From an optimization exercise on the open Yosys and OpenROAD flow, aimed at a short achievable clock period and few clock cycles per item; shortcuts taken in it are not production practice.
The RTL was checked by simulation tests, not by an equivalence proof against the original design.
No activity file was given, so power comes from the tool's default toggle rates.

<file path="design/flow/design.v">
`default_nettype none
package mips_pkg;
    typedef logic [31:0] word_t;
    typedef logic [4:0]  reg_idx_t;
    localparam int NUM_REGS   = 32;
    localparam int DMEM_WORDS = 64;
    localparam int DMEM_AW    = $clog2(DMEM_WORDS);
    localparam logic [5:0] OPC_RTYPE = 6'h00;
    localparam logic [5:0] OPC_ADDI  = 6'h08;
    localparam logic [5:0] OPC_LW    = 6'h23;
    localparam logic [5:0] OPC_SW    = 6'h2B;
    localparam logic [5:0] FN_ADD  = 6'h20;
    localparam logic [5:0] FN_SUB  = 6'h22;
    localparam logic [5:0] FN_MULT = 6'h18;
    localparam logic [5:0] FN_AND  = 6'h24;
    localparam logic [5:0] FN_OR   = 6'h25;
    localparam logic [5:0] FN_SLT  = 6'h2A;
    typedef enum logic [3:0] {
        op_add,
        op_sub,
        op_mul,
        op_and,
        op_or,
        op_slt,
        op_addi,
        op_lw,
        op_sw,
        op_nop
    } op_e;
    typedef struct packed {
        op_e      op;
        word_t    rs_val;
        word_t    rt_val;
        word_t    imm;
        reg_idx_t dest;
    } issue_t;
    typedef struct packed {
        op_e      op;
        reg_idx_t dest;
        word_t    value;
    } alu_res_t;
    typedef struct packed {
        word_t value;
    } mem_res_t;
endpackage
`default_nettype wire
`default_nettype none
module reg_file (
    input  wire                     clk,
    input  wire                     rst_n,
    input  wire mips_pkg::reg_idx_t rd_addr_a,
    input  wire mips_pkg::reg_idx_t rd_addr_b,
    input  wire                     wr_en,
    input  wire mips_pkg::reg_idx_t wr_addr,
    input  wire mips_pkg::word_t    wr_data,
    output mips_pkg::word_t         rd_data_a,
    output mips_pkg::word_t         rd_data_b
);
    mips_pkg::word_t regs [0:mips_pkg::NUM_REGS-1];
    always_ff @(posedge clk) begin
        if (!rst_n) begin
            for (int i = 0; i < mips_pkg::NUM_REGS; i++) begin
                regs[i] <= '0;
            end
        end else if (wr_en && wr_addr != '0) begin
            regs[wr_addr] <= wr_data;
        end
    end
    assign rd_data_a = (rd_addr_a == '0) ? '0 : regs[rd_addr_a];
    assign rd_data_b = (rd_addr_b == '0) ? '0 : regs[rd_addr_b];
endmodule
`default_nettype wire
`default_nettype none
module instr_decode (
    input  wire                     clk,
    input  wire                     rst_n,
    input  wire                     instr_valid,
    output logic                    instr_ready,
    input  wire mips_pkg::word_t    instr,
    input  wire                     wb_en,
    input  wire mips_pkg::reg_idx_t wb_dest,
    input  wire mips_pkg::word_t    wb_data,
    output logic                    issue_valid,
    output mips_pkg::issue_t        issue_data,
    input  wire                     issue_alu_ready,
    input  wire                     issue_mem_ready
);
    logic [5:0]          opcode;
    logic [5:0]          funct;
    mips_pkg::reg_idx_t  rs_idx;
    mips_pkg::reg_idx_t  rt_idx;
    mips_pkg::reg_idx_t  rd_idx;
    mips_pkg::op_e       dec_op;
    mips_pkg::reg_idx_t  dec_dest;
    mips_pkg::word_t     imm_ext;
    mips_pkg::word_t     rs_val;
    mips_pkg::word_t     rt_val;
    logic [mips_pkg::NUM_REGS-1:0] busy;
    logic                hazard;
    logic                issue_fire;
    logic                accept;
    assign opcode  = instr[31:26];
    assign rs_idx  = instr[25:21];
    assign rt_idx  = instr[20:16];
    assign rd_idx  = instr[15:11];
    assign funct   = instr[5:0];
    assign imm_ext = {{16{instr[15]}}, instr[15:0]};
    always_comb begin
        dec_op = mips_pkg::op_nop;
        case (opcode)
            mips_pkg::OPC_RTYPE: begin
                case (funct)
                    mips_pkg::FN_ADD:  dec_op = mips_pkg::op_add;
                    mips_pkg::FN_SUB:  dec_op = mips_pkg::op_sub;
                    mips_pkg::FN_MULT: dec_op = mips_pkg::op_mul;
                    mips_pkg::FN_AND:  dec_op = mips_pkg::op_and;
                    mips_pkg::FN_OR:   dec_op = mips_pkg::op_or;
                    mips_pkg::FN_SLT:  dec_op = mips_pkg::op_slt;
                    default:           dec_op = mips_pkg::op_nop;
                endcase
            end
            mips_pkg::OPC_ADDI: dec_op = mips_pkg::op_addi;
            mips_pkg::OPC_LW:   dec_op = mips_pkg::op_lw;
            mips_pkg::OPC_SW:   dec_op = mips_pkg::op_sw;
            default:            dec_op = mips_pkg::op_nop;
        endcase
    end
    always_comb begin
        case (dec_op)
            mips_pkg::op_addi, mips_pkg::op_lw: dec_dest = rt_idx;
            mips_pkg::op_sw, mips_pkg::op_nop:  dec_dest = '0;
            default:                            dec_dest = rd_idx;
        endcase
    end
    reg_file u_regs (
        .clk       (clk),
        .rst_n     (rst_n),
        .rd_addr_a (rs_idx),
        .rd_addr_b (rt_idx),
        .wr_en     (wb_en),
        .wr_addr   (wb_dest),
        .wr_data   (wb_data),
        .rd_data_a (rs_val),
        .rd_data_b (rt_val)
    );
    assign hazard      = busy[rs_idx] | busy[rt_idx] | busy[dec_dest];
    assign issue_fire  = issue_valid & issue_alu_ready & issue_mem_ready;
    assign instr_ready = !(issue_valid && !issue_fire) && !hazard;
    assign accept      = instr_valid & instr_ready;
    always_ff @(posedge clk) begin
        if (!rst_n) begin
            busy <= '0;
        end else begin
            if (wb_en) begin
                busy[wb_dest] <= 1'b0;
            end
            if (accept && dec_dest != '0) begin
                busy[dec_dest] <= 1'b1;
            end
        end
    end
    always_ff @(posedge clk) begin
        if (!rst_n) begin
            issue_valid <= 1'b0;
        end else if (accept) begin
            issue_valid <= 1'b1;
        end else if (issue_fire) begin
            issue_valid <= 1'b0;
        end
    end
    always_ff @(posedge clk) begin
        if (accept) begin
            issue_data.op     <= dec_op;
            issue_data.rs_val <= rs_val;
            issue_data.rt_val <= rt_val;
            issue_data.imm    <= imm_ext;
            issue_data.dest   <= dec_dest;
        end
    end
endmodule
`default_nettype wire
`default_nettype none
module alu_unit (
    input  wire                clk,
    input  wire                rst_n,
    input  wire                issue_valid,
    input  wire mips_pkg::issue_t issue_data,
    output logic               issue_alu_ready,
    input  wire                issue_mem_ready,
    output logic               alu_valid,
    input  wire                alu_ready,
    output mips_pkg::alu_res_t alu_res
);
    mips_pkg::word_t rs_val;
    mips_pkg::word_t rt_val;
    mips_pkg::word_t result;
    logic            take;
    assign rs_val = issue_data.rs_val;
    assign rt_val = issue_data.rt_val;
    assign issue_alu_ready = !alu_valid || alu_ready;
    assign take = issue_valid & issue_alu_ready & issue_mem_ready;
    always_comb begin
        case (issue_data.op)
            mips_pkg::op_add:  result = rs_val + rt_val;
            mips_pkg::op_sub:  result = rs_val - rt_val;
            mips_pkg::op_mul:  result = rs_val * rt_val;
            mips_pkg::op_and:  result = rs_val & rt_val;
            mips_pkg::op_or:   result = rs_val | rt_val;
            mips_pkg::op_slt:  result = ($signed(rs_val) < $signed(rt_val)) ? 32'd1 : 32'd0;
            mips_pkg::op_addi: result = rs_val + issue_data.imm;
            default:           result = '0;
        endcase
    end
    always_ff @(posedge clk) begin
        if (!rst_n) begin
            alu_valid <= 1'b0;
        end else if (take) begin
            alu_valid <= 1'b1;
        end else if (alu_ready) begin
            alu_valid <= 1'b0;
        end
    end
    always_ff @(posedge clk) begin
        if (take) begin
            alu_res.op    <= issue_data.op;
            alu_res.dest  <= issue_data.dest;
            alu_res.value <= result;
        end
    end
endmodule
`default_nettype wire
`default_nettype none
module data_mem_unit (
    input  wire                clk,
    input  wire                rst_n,
    input  wire                issue_valid,
    input  wire mips_pkg::issue_t issue_data,
    input  wire                issue_alu_ready,
    output logic               issue_mem_ready,
    output logic               mem_valid,
    input  wire                mem_ready,
    output mips_pkg::mem_res_t mem_res
);
    mips_pkg::word_t    dmem [0:mips_pkg::DMEM_WORDS-1];
    mips_pkg::word_t    mem_addr;
    logic [mips_pkg::DMEM_AW-1:0] word_idx;
    logic               take;
    assign mem_addr = issue_data.rs_val + issue_data.imm;
    assign word_idx = mem_addr[mips_pkg::DMEM_AW+1:2];
    assign issue_mem_ready = !mem_valid || mem_ready;
    assign take = issue_valid & issue_alu_ready & issue_mem_ready;
    always_ff @(posedge clk) begin
        if (!rst_n) begin
            mem_valid <= 1'b0;
        end else if (take) begin
            mem_valid <= 1'b1;
        end else if (mem_ready) begin
            mem_valid <= 1'b0;
        end
    end
    always_ff @(posedge clk) begin
        if (take && issue_data.op == mips_pkg::op_sw) begin
            dmem[word_idx] <= issue_data.rt_val;
        end
    end
    always_ff @(posedge clk) begin
        if (take) begin
            if (issue_data.op == mips_pkg::op_lw) begin
                mem_res.value <= dmem[word_idx];
            end else begin
                mem_res.value <= issue_data.rt_val;
            end
        end
    end
endmodule
`default_nettype wire
`default_nettype none
module retire_merge (
    input  wire                         clk,
    input  wire                         rst_n,
    input  wire                         alu_valid,
    output logic                        alu_ready,
    input  wire mips_pkg::alu_res_t     alu_res,
    input  wire                         mem_valid,
    output logic                        mem_ready,
    input  wire mips_pkg::mem_res_t     mem_res,
    output logic                        retire_valid,
    input  wire                         retire_ready,
    output mips_pkg::reg_idx_t          retire_dest,
    output mips_pkg::word_t             retire_data,
    output logic                        retire_wr_en,
    output logic                        wb_en,
    output mips_pkg::reg_idx_t          wb_dest,
    output mips_pkg::word_t             wb_data
);
    logic            slot_free;
    logic            take;
    mips_pkg::word_t sel_value;
    assign slot_free = !retire_valid || retire_ready;
    assign alu_ready = slot_free && mem_valid;
    assign mem_ready = slot_free && alu_valid;
    assign take      = alu_valid && alu_ready;
    assign sel_value = (alu_res.op == mips_pkg::op_lw || alu_res.op == mips_pkg::op_sw)
                       ? mem_res.value : alu_res.value;
    always_ff @(posedge clk) begin
        if (!rst_n) begin
            retire_valid <= 1'b0;
        end else if (take) begin
            retire_valid <= 1'b1;
        end else if (retire_ready) begin
            retire_valid <= 1'b0;
        end
    end
    always_ff @(posedge clk) begin
        if (take) begin
            retire_dest  <= alu_res.dest;
            retire_data  <= sel_value;
            retire_wr_en <= (alu_res.dest != '0);
        end
    end
    assign wb_en   = retire_valid && retire_ready && retire_wr_en;
    assign wb_dest = retire_dest;
    assign wb_data = retire_data;
endmodule
`default_nettype wire
`default_nettype none
module mips_exec_top (
    input  wire         clk,
    input  wire         rst_n,
    input  wire         instr_valid,
    output logic        instr_ready,
    input  wire  [31:0] instr,
    output logic        retire_valid,
    input  wire         retire_ready,
    output logic [4:0]  retire_dest,
    output logic [31:0] retire_data,
    output logic        retire_wr_en
);
    logic               alu_valid;
    logic               alu_ready;
    mips_pkg::alu_res_t alu_res;
    logic               mem_valid;
    logic               mem_ready;
    mips_pkg::mem_res_t mem_res;
    logic               wb_en;
    mips_pkg::reg_idx_t wb_dest;
    mips_pkg::word_t    wb_data;
    logic               issue_valid;
    mips_pkg::issue_t   issue_data;
    logic               issue_alu_ready;
    logic               issue_mem_ready;
    instr_decode u_decode (
        .clk             (clk),
        .rst_n           (rst_n),
        .instr_valid     (instr_valid),
        .instr_ready     (instr_ready),
        .instr           (instr),
        .wb_en           (wb_en),
        .wb_dest         (wb_dest),
        .wb_data         (wb_data),
        .issue_valid     (issue_valid),
        .issue_data      (issue_data),
        .issue_alu_ready (issue_alu_ready),
        .issue_mem_ready (issue_mem_ready)
    );
    alu_unit u_alu (
        .clk             (clk),
        .rst_n           (rst_n),
        .issue_valid     (issue_valid),
        .issue_data      (issue_data),
        .issue_alu_ready (issue_alu_ready),
        .issue_mem_ready (issue_mem_ready),
        .alu_valid       (alu_valid),
        .alu_ready       (alu_ready),
        .alu_res         (alu_res)
    );
    data_mem_unit u_dmem (
        .clk             (clk),
        .rst_n           (rst_n),
        .issue_valid     (issue_valid),
        .issue_data      (issue_data),
        .issue_alu_ready (issue_alu_ready),
        .issue_mem_ready (issue_mem_ready),
        .mem_valid       (mem_valid),
        .mem_ready       (mem_ready),
        .mem_res         (mem_res)
    );
    retire_merge u_retire (
        .clk          (clk),
        .rst_n        (rst_n),
        .alu_valid    (alu_valid),
        .alu_ready    (alu_ready),
        .alu_res      (alu_res),
        .mem_valid    (mem_valid),
        .mem_ready    (mem_ready),
        .mem_res      (mem_res),
        .retire_valid (retire_valid),
        .retire_ready (retire_ready),
        .retire_dest  (retire_dest),
        .retire_data  (retire_data),
        .retire_wr_en (retire_wr_en),
        .wb_en        (wb_en),
        .wb_dest      (wb_dest),
        .wb_data      (wb_data)
    );
endmodule
`default_nettype wire
</file>
<file path="design/flow/run.sh">
#!/bin/bash
# synth_recipe.tcl (not shown) runs the flow's synth.tcl, then flattens the netlist and writes it again
# the make line also repeats each setting of config.mk as NAME=value (left out here)
make -C /OpenROAD-flow-scripts/flow DESIGN_CONFIG=/design/flow/config.mk WORK_HOME=/design/flow/orfs CLKGATE_MAP_FILE= SYNTH_SCRIPT=/design/flow/synth_recipe.tcl finish
</file>
<file path="design/flow/config.mk">
export PLATFORM = sky130hd
export DESIGN_NAME = mips_exec_top
export DESIGN_NICKNAME = mips_exec_top
export VERILOG_FILES = /design/flow/design.v
export SDC_FILE = /design/flow/constraint.sdc
export NUM_CORES = 4
export LEC_CHECK = 0
export CAP_MARGIN = 20
export CORE_MARGIN = 2
export CORE_UTILIZATION = 40
export SLEW_MARGIN = 20
</file>
<file path="design/flow/constraint.sdc">
create_clock -name core_clock -period 10.0 [get_ports {clk}]
set_input_delay 2.0000 -clock core_clock [delete_from_list [all_inputs] [get_ports {clk}]]
set_output_delay 2.0000 -clock core_clock [all_outputs]
set_load 0.01 [all_outputs]
</file>
==> flow_summary.rst <==
.. list-table::
   :header-rows: 1

   * - Metric
     - Value
   * - Non-Filler Instances
     - 16,900
   * - H-tree depth reported by CTS
     - 5
   * - Critical path fanouts, max
     - 14
   * - Floorplan die height
     - 639 um
   * - Antenna violations before repair
     - 50
   * - Core outline area
     - 402,000 um^2
   * - Critical path data arrival time
     - 6.62 ns
   * - Worst min-delay path class
     - flip-flop to flip-flop
   * - Number of CTS-inserted buffers
     - 353
   * - Synth Warn #
     - 5
   * - Final min period
     - 8.62 ns
   * - Clock net sink count
     - 3,308
   * - Synthesized area per cell
     - 14.4 um^2
   * - Count of pins over their slew limit
     - 0
   * - Initial detailed-routing violation count
     - 17,700
   * - Number of synthesized flops with an enable pin
     - 3,272
   * - Port bufs
     - 75
   * - Post-detailed-route DRC marker count
     - 0
   * - Pleak
     - 63.1 nW
   * - Seq/Total Area, Yosys
     - 0.614
   * - Count of buffers added by post-CTS timing repair for setup
     - 0
   * - Initial standard-cell utilization of the core
     - 0.401
   * - Gate Count Post-Synth
     - 11,200
   * - Detailed-routing iteration count for the pre-antenna-repair pass
     - 9
   * - Pin count of the biggest net entering global routing
     - 123
   * - Hold buffers post-CTS
     - 0
   * - Number of filler instances in the final layout
     - 35,000
   * - Proportion of synthesized flip-flops having asynchronous set or reset
     - 0
   * - WL/cell
     - 35.9 um
   * - RSZ-0062 raised after global routing
     - false
   * - Worst-case setup margin in the final layout
     - 1.38 ns
   * - Global-route wire length before repair
     - 833 mm
   * - Insertion delay of the later-clocked pin in the worst-skew pair
     - 0.99 ns
   * - Synth Flop Type
     - edfxtp_1
   * - Post-synth cell types
     - 91
   * - Vias after detailed routing
     - 108,000
   * - Vias per cell
     - 6.38
   * - Number of placed I/O pins
     - 76
   * - Kind of start point of the critical path
     - input pin
   * - Accumulated negative setup slack
     - 0 ns
   * - Power, Total
     - 58.6 mW
   * - Areal power density over the cells
     - 322 nW/um^2
   * - Required time of the worst setup path
     - 8.00 ns
   * - Dpl ws
     - 1.39 ns
   * - Number of nets in the layout
     - 12,000
   * - Maximum Capacitance Violations
     - 0
   * - Share of cells above drive strength 1
     - 0.159
   * - Commonest cells after routing, fill and taps aside
     - edfxtp_1, and2_1, nand2_1
   * - Peak supply drop
     - 1.50 mV
   * - Total wire length after detailed routing
     - 604 mm
   * - Clock-pin slew on the worst setup and hold paths
     - 0.06 ns
   * - Highest Clock Rate
     - 116 MHz
   * - Syn Std Cell Area
     - 161,000 um^2
   * - Number of endpoints with negative hold slack in the final report
     - 0
   * - Number of nets with antenna violations after detailed routing
     - 0
   * - GRT Overall Usage
     - 0.290
   * - Mapped Nets
     - 11,900
   * - Commonest non-fill, non-tap cell in the layout
     - edfxtp_1
   * - Normalized max-slew margin
     - 0.115
   * - Number of failing setup endpoints in the final timing report
     - 0
   * - Slew at the pin with the worst max-slew slack
     - 1.31 ns
   * - Maximum buffer depth of the clock tree
     - 4
   * - Placed cells
     - 16,200
   * - Routability Congestion
     - 0.981
   * - Synth Register Bits
     - 3,308
   * - Crit. End Element
     - output pin
   * - Run status
     - timing/DRC/antenna clean
   * - CTS tree
     - done
   * - Synthesis-to-layout area growth
     - 12.8%
   * - Ratio of final minimum period to clock period
     - 0.862
   * - Clk root buf
     - clkbuf_16
   * - Cells resized by post-CTS repair
     - 0
   * - Clock skew after layout
     - 0.0883 ns
   * - Horizontal die dimension
     - 639 um
   * - Vias in the first global route
     - 106,000
   * - Detailed placement HPWL
     - 367 mm
   * - Type of the worst setup path
     - input pin to output pin
   * - Utilization after layout
     - 0.452
   * - Placement Rows
     - 233
   * - Remaining Overflow, GRT
     - 0
   * - Total die area
     - 408,000 um^2
worst max-delay path, stage by stage:
cell	delay, ns
clkdlybuf4s50_1	0.52
nand2b_1	0.27
nor4_2	0.59
o211ai_2	0.51
nand2_1	0.76
mux4_2	0.61
o2bb2ai_1	0.16
a2111oi_2	0.21
nand4_1	0.13
buf_4	0.21
inv_1	0.07
clkdlybuf4s50_1	0.55
report_power, final:
part | internal, mW | switching, mW | leakage [nW]
Combinational | 11.0 | 18.8 | 26.4
Clock | 7.42 | 5.57 | 5.46
Sequential | 15.7 | 0.161 | 31.2
Total | 34.1 | 24.6 | 63.1
logic make-up after synthesis:
family / count (synthesis) / synth area share
compound gates: 2048 / 0.0897
mux: 855 / 0.0994
flops: 3308 / 0.614
xor+xnor: 148 / 0.00804
fa+ha+maj: 671 / 0.0712
simple gates: 2834 / 0.0856
buf+inv: 1362 / 0.0324
layout make-up:
cell class                 instances  area, um^2  share of cell area
sequential                      3308       99000               0.544
multi-input combinational       6556       58600               0.322
clock buffer                     447        9430              0.0519
tap                             5287        6620              0.0364
timing repair buffer             519        4470              0.0246
inverter                         507        1900              0.0105
clock inverter                   189        1770             0.00974
antenna                           45         113            0.000619
synth_stat cells (137+ instances only):
library cell / instances / share of area
a21oi_1: 531 / 0.016
a221oi_1: 175 / 0.0095
a222oi_1: 233 / 0.014
a22oi_1: 144 / 0.0067
and2_1: 1034 / 0.040
buf_1: 137 / 0.0032
clkbuf_1: 636 / 0.015
edfxtp_1: 3272 / 0.61
fa_1: 411 / 0.051
ha_1: 260 / 0.020
inv_1: 486 / 0.011
mux2i_1: 187 / 0.012
mux4_2: 590 / 0.082
nand2_1: 834 / 0.019
nor2_1: 671 / 0.016
o21ai_0: 255 / 0.0079
sequential cells by signal, indices dropped and copies added, names as in the netlist:
signal and cells:
u_retire.retire_valid 1, u_alu.alu_res 41, u_decode.issue_valid 1, u_retire.retire_wr_en 1, u_decode.issue_data 89, u_dmem.mem_res 32
u_alu.alu_valid 1, u_dmem.mem_valid 1, u_retire.retire_data 32, u_retire.retire_dest 5, u_dmem.dmem 2048, u_decode.busy 32
u_decode.u_regs.regs 1024
per-layer routing:
layer | track usage | part of all wire
met1 | 0.370 | 0.36
met4 | 0.172 | 0.069
met3 | 0.0664 | 0.12
met2 | 0.453 | 0.46
met5 | 0 | 0.00015
worst paths after layout:
check                                             start                           to  slack (ns)  cells after the start
setup / recovery                               instr[2]                  instr_ready        1.38                     12
setup reg to reg  u_decode.issue_data[41]$_SDFFCE_PN0P_  u_alu.alu_res[28]$_DFFE_PP_        1.52                     23
hold / removal         u_decode.issue_data[0]$_DFFE_PP_  u_alu.alu_res[32]$_DFFE_PP_        0.43                      0
hold reg to reg        u_decode.issue_data[0]$_DFFE_PP_  u_alu.alu_res[32]$_DFFE_PP_        0.43                      0
stage by stage:
| step | area (um^2) | hold slack, ns |
|---|---|---|
| floorplan | 161000 | 0.400 |
| global placement | 170000 | 0.404 |
| detailed placement | 171000 | 0.414 |
| CTS | 182000 | 0.433 |
| global route | 182000 | 0.445 |
| finish | 182000 | 0.428 |
Testbench counts, summed over its fixed seeds: cycles 37,666, items 20,000.

afterwards: timing with drivers on the ports:
In the flow no input, the clock included, has a driving cell. The finished layout below was timed again as built, in two steps. Step 1: set_driving_cell puts a clkbuf_16 on clk and a buf_2 on each other input, an assumption about the parent block. Step 2 moves the port delays by t, midway between the first and last clock arrival at a register: inputs arrive t later, outputs are due t later. That takes back most of the time a late clock gives input paths. a / b / c = ideal ports / drivers / drivers and shift; a / b = the first two.
t (ns): 1.050
setup WS [ns]: 1.383 / 1.361 / 1.361
clock arrival spread, ns: 0.097 / 0.097
After both steps this run still meets setup and hold. For this run, drivers alone change the setup slack by -0.022 ns; drivers and shift together by -0.022 ns.
